Context: an optimization exercise on an open-source flow, tuned for small area. The choices shown serve that exercise and are no tape-out recipe. Function was checked by simulation only, so behaviour that the tests miss may differ from the original.

==> flow/design.v (excerpt) <==
module muldiv_unit #(
    parameter int unsigned MUL_CYCLES = 2,
    parameter int unsigned DIV_ITERS  = 32
) (
    input  logic        clk,
    input  logic        rst,
    input  logic        start,
    input  logic [1:0]  op,
    input  logic        flush,
    input  logic [31:0] srca,
    input  logic [31:0] srcb,
    output logic        stall,
    output logic        busy,
    output logic        done,
    output logic [31:0] hi,
    output logic [31:0] lo
);
    logic        act_q;           
    logic [5:0]  cnt_q;           
    logic [33:0] h_q;             
    logic [31:0] l_q;             
    logic        is_div, is_signed;
    logic [5:0]  ph;
    logic        sa, sb;
    logic [35:0] xa;              
    logic [32:0] bm;              
    logic        bzero;
    logic        ph0, div_abs, div_end, div_last;
    logic        p0_q, e33_q, e34_q;    
    assign is_div    = op[1];
    assign is_signed = ~op[0];
    assign ph        = act_q ? cnt_q : 6'd0;
    assign ph0       = ~act_q;
    assign sa        = is_signed & srca[31];
    assign sb        = is_signed & srcb[31];
    assign xa        = {sa, sa, sa, sa, srca};
    assign bm        = {sb, srcb};
  ...
Size in the first run: about 2000 cells after synthesis, ~140 I/O pins, ~16000 um^2 of cells after synthesis.
==> flow/config.mk <==
export PLATFORM = sky130hd
export DESIGN_NAME = muldiv_unit
export DESIGN_NICKNAME = muldiv_unit
export VERILOG_FILES = /design/flow/design.v
export SDC_FILE = /design/flow/constraint.sdc
export NUM_CORES = 4
export LEC_CHECK = 0
export CAP_MARGIN = 20
export CORE_MARGIN = 2
export CORE_UTILIZATION = 50
export CTS_BUF_LIST = sky130_fd_sc_hd__clkbuf_8
export SLEW_MARGIN = 20
==> flow/constraint.sdc <==
create_clock -name core_clock -period 10.5 [get_ports {clk}]
set_input_delay 2.1000 -clock core_clock [delete_from_list [all_inputs] [get_ports {clk}]]
set_output_delay 2.1000 -clock core_clock [all_outputs]
set_load 0.01 [all_outputs]
standard.sh (not shown) runs the stock make flow with config.mk's settings and CLKGATE_MAP_FILE= SYNTH_SCRIPT=/design/flow/synth_recipe.tcl, a recipe that flattens the netlist after the stock synthesis.
==> flow/flow/run.sh <==
#!/bin/bash
# Standard synthesis and layout (standard.sh), with faster port buffers than the
# resizer's default pick, and power recovery (downsizing of gates off the critical
# paths) after global routing.
set -euo pipefail
export BUFFER_PORTS_ARGS="-buffer_cell sky130_fd_sc_hd__buf_1"
export RECOVER_POWER=100
bash standard.sh synth > synth.log 2>&1
bash standard.sh finish > layout.log 2>&1
The starting point reached the layout checks and failed them: capacitance limit, slew limit.
==> next run, changes <==
--- a/flow/flow/run.sh
+++ b/flow/flow/run.sh
@@ -4,5 +4,5 @@
 # paths) after global routing.
 set -euo pipefail
-export BUFFER_PORTS_ARGS="-buffer_cell sky130_fd_sc_hd__buf_1"
+export BUFFER_PORTS_ARGS="-buffer_cell sky130_fd_sc_hd__buf_2"
 export RECOVER_POWER=100
 bash standard.sh synth > synth.log 2>&1
- CORE_UTILIZATION: 50 -> 35
The changed run ran to the end with violations: capacitance limit, slew limit. Cell area stays flat. Via count barely changes. Flip-flop and latch count does not change. Non-clock buffer count came out lower by 31. Routed wire length is higher by about 3.7%. Global-route usage drops by 9.7 points.
==> next run, changes <==
- CORE_UTILIZATION: 35 -> 50
- PLACE_DENSITY: not set -> 0.7
=>
- The changed run finished clean
- synthesized area is unchanged
- via count stays flat
- setup slack got worse by 0.035 ns

Setup of alpha:
Starting RTL as in the previous note.
## muldiv_unit
module muldiv_unit #(
    parameter int unsigned MUL_CYCLES = 2,
    parameter int unsigned DIV_ITERS  = 32
) (
    input  logic        clk,
    input  logic        rst,
    input  logic        start,
    input  logic [1:0]  op,
    input  logic        flush,
    input  logic [31:0] srca,
    input  logic [31:0] srcb,
    output logic        stall,
    output logic        busy,
    output logic        done,
    output logic [31:0] hi,
    output logic [31:0] lo
);
==> flow/config.mk <==
export PLATFORM = sky130hd
export DESIGN_NAME = muldiv_unit
export DESIGN_NICKNAME = muldiv_unit
export VERILOG_FILES = /design/flow/design.v
export SDC_FILE = /design/flow/constraint.sdc
export NUM_CORES = 4
export LEC_CHECK = 0
export CAP_MARGIN = 20
export CORE_MARGIN = 2
export CORE_UTILIZATION = 50
export SLEW_MARGIN = 20
==> flow/constraint.sdc <==
create_clock -name core_clock -period 10.5 [get_ports {clk}]
set_input_delay 2.1000 -clock core_clock [delete_from_list [all_inputs] [get_ports {clk}]]
set_output_delay 2.1000 -clock core_clock [all_outputs]
set_load 0.01 [all_outputs]
==> flow/flow/run.sh <==
#!/bin/bash
# Standard synthesis and layout (standard.sh), with faster port buffers than the
# resizer's default pick, and power recovery (downsizing of gates off the critical
# paths) after global routing.
set -euo pipefail
export BUFFER_PORTS_ARGS="-buffer_cell sky130_fd_sc_hd__buf_2"
export RECOVER_POWER=100
bash standard.sh synth > synth.log 2>&1
bash standard.sh finish > layout.log 2>&1
alpha completed every stage of the flow, and the final layout passed the timing, design-rule and antenna checks.
Input changes introduced in beta (baseline for comparison: alpha):
--- a/flow/config.mk
+++ b/flow/config.mk
@@ -10,0 +11,2 @@
+export CTS_BUF_LIST = sky130_fd_sc_hd__clkbuf_8
+export PLACE_DENSITY = 0.75
--- outcome ---
- Complete run, failing final checks: beta, reason max-capacitance violations, max-slew violations.
- Comparing beta and alpha, growth of design area from synthesis to finish is lower on beta.
- The multi-input combinational area share of beta exceeds that of alpha by 0.79 points.
- Compared with alpha, in beta routed wire length essentially unchanged; area of placed instances fell about 1%; clock buffer count in the final layout went down by 1.
- Compared with alpha, beta supports a lower clock frequency.
- On ratio of cells with drive above 1 in the final layout, beta and alpha are basically level.
- In beta the initial antenna violation count turned out 1 higher than in alpha.
For gamma, these inputs were changed with respect to beta:
--- a/flow/config.mk
+++ b/flow/config.mk
@@ -10 +10 @@
-export CORE_UTILIZATION = 50
+export CORE_UTILIZATION = 65
@@ -12 +11,0 @@
-export PLACE_DENSITY = 0.75
Findings:
- Although gamma finished all stages, its layout failed final checks on max-capacitance violations, max-slew violations.
- The horizontal extent of the die number comes out higher for beta vs gamma.
- For design area, gamma and beta come out practically identical.
- On sequential portion of the cell area, gamma and beta are neck and neck.
- Changes observed in gamma relative to beta: setup slack up 86 ps, post-detailed-route via-to-cell ratio up about 3%.
- Diff gamma and beta: delay of the slowest cell on the worst path lower in gamma
- When gamma is measured against beta, its area growth from synthesis to layout turns out 0.32 points higher.
- Routed wire in gamma totals less than in beta.
Edits applied to the flow inputs when going from gamma to delta:
--- a/flow/flow/run.sh
+++ b/flow/flow/run.sh
@@ -3,2 +3,2 @@
-# resizer's default pick, and power recovery (downsizing of gates off the critical
-# paths) after global routing.
+# resizer's default pick, so the input-to-output paths of the last multiply pass
+# need less timing repair.
@@ -7 +6,0 @@
-export RECOVER_POWER=100
--- a/flow/config.mk
+++ b/flow/config.mk
@@ -10,2 +10 @@
-export CORE_UTILIZATION = 65
-export CTS_BUF_LIST = sky130_fd_sc_hd__clkbuf_8
+export CORE_UTILIZATION = 50
==> notes.md <==
- delta ran to completion and came out clean on the timing, design-rule and antenna checks.
- Between delta and gamma, proportion of cell area occupied by multi-input gates is higher for gamma, delta comes in under that.
- The setup slack of delta is smaller than that of gamma.
- delta vs. gamma: relative max-transition margin increased 71 points, total via count after detailed routing went down by 3.0%.
- Of delta and gamma, the lower clock skew belongs to delta.
- Against gamma, delta comes in about 4% higher on routed length on met2.
- On delta: hold slack is 15 ps lower than what gamma gave.
What epsilon does differently from delta at the input level:
--- a/flow/flow/run.sh
+++ b/flow/flow/run.sh
@@ -3,2 +3,2 @@
-# resizer's default pick, so the input-to-output paths of the last multiply pass
-# need less timing repair.
+# resizer's default pick, and power recovery (downsizing of gates off the critical
+# paths) after global routing.
@@ -6,0 +7 @@
+export RECOVER_POWER=100
--- a/flow/config.mk
+++ b/flow/config.mk
@@ -10 +10,3 @@
-export CORE_UTILIZATION = 50
+export CORE_UTILIZATION = 55
+export CTS_BUF_LIST = sky130_fd_sc_hd__clkbuf_8
+export PLACE_DENSITY = 0.8
### Flow results
- STATUS run=epsilon STAGES=ALL_DONE FINAL_CHECKS=FAILED CAUSE=max-capacitance violations, max-slew violations
- On final worst setup slack: epsilon sits below delta.
- delta ended up with more cell instances than epsilon did.
- Re clock distribution area overhead in the final layout: epsilon and delta aren't equal, and the higher value belongs to delta.
- Diff epsilon and delta: maximum fanout encountered on the critical timing path higher in epsilon
- Number of non-clock buffers in the layout: epsilon vs delta up about 2%
- ~same sequential share of layout area in epsilon and delta
- From delta to epsilon the numbers moved as follows: global-route usage shows an increase of 1.3 points, part of the cycle the worst path needs picked up an extra 0.60 points, pin count of the biggest net entering global routing now larger.
- Comparing register-to-register setup slack for epsilon and delta, the smaller number came from epsilon.
- Launch point of the worst path = srca[1]: delta; launch point of the worst path = srca[9]: epsilon

Another version of the RTL of muldiv_unit (not shown whole).
For scale: roughly 94 flip-flops, about 0.016 sq mm of cells after synthesis.
Settings: LEC_CHECK=0, CAP_MARGIN=20, CORE_MARGIN=2, CORE_UTILIZATION=50, SLEW_MARGIN=20; clock period 10.5 ns.
run.sh (not shown) runs the stock make flow with config.mk's settings and CLKGATE_MAP_FILE= SYNTH_SCRIPT=/design/flow/synth_recipe.tcl, a recipe that flattens the netlist after the stock synthesis.
Stock flow here: none of the scripts above is used.
The baseline finished but failed the layout checks on setup timing.
Next try:
==> flow/flow/run.sh (new file) <==
#!/bin/bash
# Standard synthesis and layout (standard.sh), with faster port buffers than the
# resizer's default pick, so the input-to-output paths of the last multiply pass
# need less timing repair.
set -euo pipefail
export BUFFER_PORTS_ARGS="-buffer_cell sky130_fd_sc_hd__buf_2"
bash standard.sh synth > synth.log 2>&1
bash standard.sh finish > layout.log 2>&1
==> flow/standard.sh (new file) <==
#!/bin/bash
# synth_recipe.tcl (not shown) runs the flow's synth.tcl, then flattens the netlist and writes it again
# the make line also repeats each setting of config.mk as NAME=value (left out here)
make -C /OpenROAD-flow-scripts/flow DESIGN_CONFIG=/design/flow/config.mk WORK_HOME=/design/flow/orfs CLKGATE_MAP_FILE= SYNTH_SCRIPT=/design/flow/synth_recipe.tcl "${@:-finish}"
removed: flow/run.sh
The changed run completed without violations. Setup slack gets better by 0.16 ns. Design area decreases by 13%. Sequential cell count does not change. Non-clock buffer count decreases by 213. Routed wire length decreases by 2.6%. Global-route usage decreases by 0.43 points.

Setup of oak:
muldiv_unit with an RTL version that a note above also has.
Size in the first run: roughly 97 flip-flops, roughly 140 I/O pins.
==> flow/config.mk <==
export PLATFORM = sky130hd
export DESIGN_NAME = muldiv_unit
export DESIGN_NICKNAME = muldiv_unit
export VERILOG_FILES = /design/flow/design.v
export SDC_FILE = /design/flow/constraint.sdc
export NUM_CORES = 4
export LEC_CHECK = 0
export CAP_MARGIN = 20
export CORE_MARGIN = 2
export CORE_UTILIZATION = 50
export CTS_BUF_LIST = sky130_fd_sc_hd__clkbuf_8
export SLEW_MARGIN = 20
==> flow/constraint.sdc <==
create_clock -name core_clock -period 10.5 [get_ports {clk}]
set_input_delay 2.1000 -clock core_clock [delete_from_list [all_inputs] [get_ports {clk}]]
set_output_delay 2.1000 -clock core_clock [all_outputs]
set_load 0.01 [all_outputs]
standard.sh (not shown) runs the stock make flow with config.mk's settings and CLKGATE_MAP_FILE= SYNTH_SCRIPT=/design/flow/synth_recipe.tcl, a recipe that flattens the netlist after the stock synthesis.
==> flow/flow/run.sh <==
#!/bin/bash
# Standard synthesis and layout (standard.sh), with faster port buffers than the
# resizer's default pick, so the input-to-output paths of the last multiply pass
# need less timing repair.
set -euo pipefail
export BUFFER_PORTS_ARGS="-buffer_cell sky130_fd_sc_hd__buf_2"
bash standard.sh synth > synth.log 2>&1
bash standard.sh finish > layout.log 2>&1
Per the final summary, oak finished and its layout is clean on timing, DRC and antenna.
diff inputs: oak => pine
Settings: changing CORE_UTILIZATION from 50 to 65.
==> flow/flow/run.sh <==
#!/bin/bash
# Standard synthesis (standard.sh synth), then the standard layout with:
#  - faster port buffers (buf_2) than the resizer's default pick,
#  - power recovery (downsizing of gates off the critical paths) after global routing,
#  - the weakest buffers (buf_1, clkbuf_1) kept out of the layout steps, so that power
#    recovery cannot shrink a high-fanout buffer into a slew violation.
set -euo pipefail
bash standard.sh synth > synth.log 2>&1
export BUFFER_PORTS_ARGS="-buffer_cell sky130_fd_sc_hd__buf_2"
export RECOVER_POWER=100
export DONT_USE_CELLS="sky130_fd_sc_hd__buf_1 sky130_fd_sc_hd__clkbuf_1"
bash standard.sh finish > layout.log 2>&1
Results
The flow completed for pine, but it is not clean: the layout still shows capacitance limit, slew limit. Re measured slew at the worst slew-check pin: oak and pine aren't equal, and the lower value belongs to oak. pine: worst setup slack 0.032 ns below oak. Between oak and pine, the flow reports design area decreasing slightly. [compare] base=oak new=pine: maximum clock rate saw a decrease; global-route usage saw an increase.
#### Input delta (birch over pine)
Settings: CORE_UTILIZATION: 65 -> 50.
==> flow/flow/run.sh <==
#!/bin/bash
# Standard synthesis and layout (standard.sh), with faster port buffers than the
# resizer's default pick, and power recovery (downsizing of gates off the critical
# paths) after global routing.
set -euo pipefail
export BUFFER_PORTS_ARGS="-buffer_cell sky130_fd_sc_hd__buf_2"
export RECOVER_POWER=100
bash standard.sh synth > synth.log 2>&1
bash standard.sh finish > layout.log 2>&1
--- outcome ---
Having completed the whole flow, birch delivered a layout that passed the timing, design-rule and antenna checks. Comparing pine and birch, first-pass GRT wire length is higher on birch. birch vs pine, number of placed cells counting well taps went up by 90. Of pine and birch, pine shows the lower worst-case reg-to-reg path depth, with birch above it. Well tap count delta for birch relative to pine: 24% higher. Looking only at met1 wire length, and setting everything else aside, the higher value of pine and birch goes to birch. There was hardly any difference in H-tree depth between pine and birch. | placement-stage cell area | birch vs pine | about 1.1% higher |. [compare] base=pine new=birch: number of global-route vias before repair decreased 179; effective utilization at floorplan shows a reduction of 15 points; final area now sits at about the same level.

[separate check: timing with driven ports]
Ports are ideal in the flow. The routed layouts listed here were re-timed in OpenROAD. Step 1 assumes that a clkbuf_16 drives the clock port and a buf_2 every other input. Step 2 times the ports against the registers' clock, not the clock port: input delays grow and output delays shrink by t, the midpoint of the rising clock arrivals with the driver on. Three values: ideal ports, drivers, drivers and shift; two values: the first two.
run	t, ns	slack for setup (ns)	worst slew at a driven data input, ns	pins driven straight from the clock port
the first run of note 1	0.415	0.293 / 0.270 / 0.270	0.06	1
the second run of note 1	0.412	0.294 / 0.269 / 0.269	0.07	1
the third run of note 1	0.418	0.259 / 0.240 / 0.240	0.06	1
alpha	0.394	0.285 / 0.267 / 0.267	0.05	1
beta	0.420	0.219 / 0.196 / 0.196	0.05	1
gamma	0.411	0.304 / 0.277 / 0.277	0.05	1
delta	0.394	0.287 / 0.268 / 0.268	0.05	1
epsilon	0.416	0.224 / 0.199 / 0.199	0.06	1
the first run of note 3	0.390	-0.016 / -0.038 / -0.038	0.05	1
the second run of note 3	0.393	0.147 / 0.125 / 0.125	0.07	1
oak	0.420	0.336 / 0.318 / 0.318	0.06	1
pine	0.411	0.304 / 0.277 / 0.277	0.05	1
birch	0.421	0.291 / 0.273 / 0.273	0.06	1
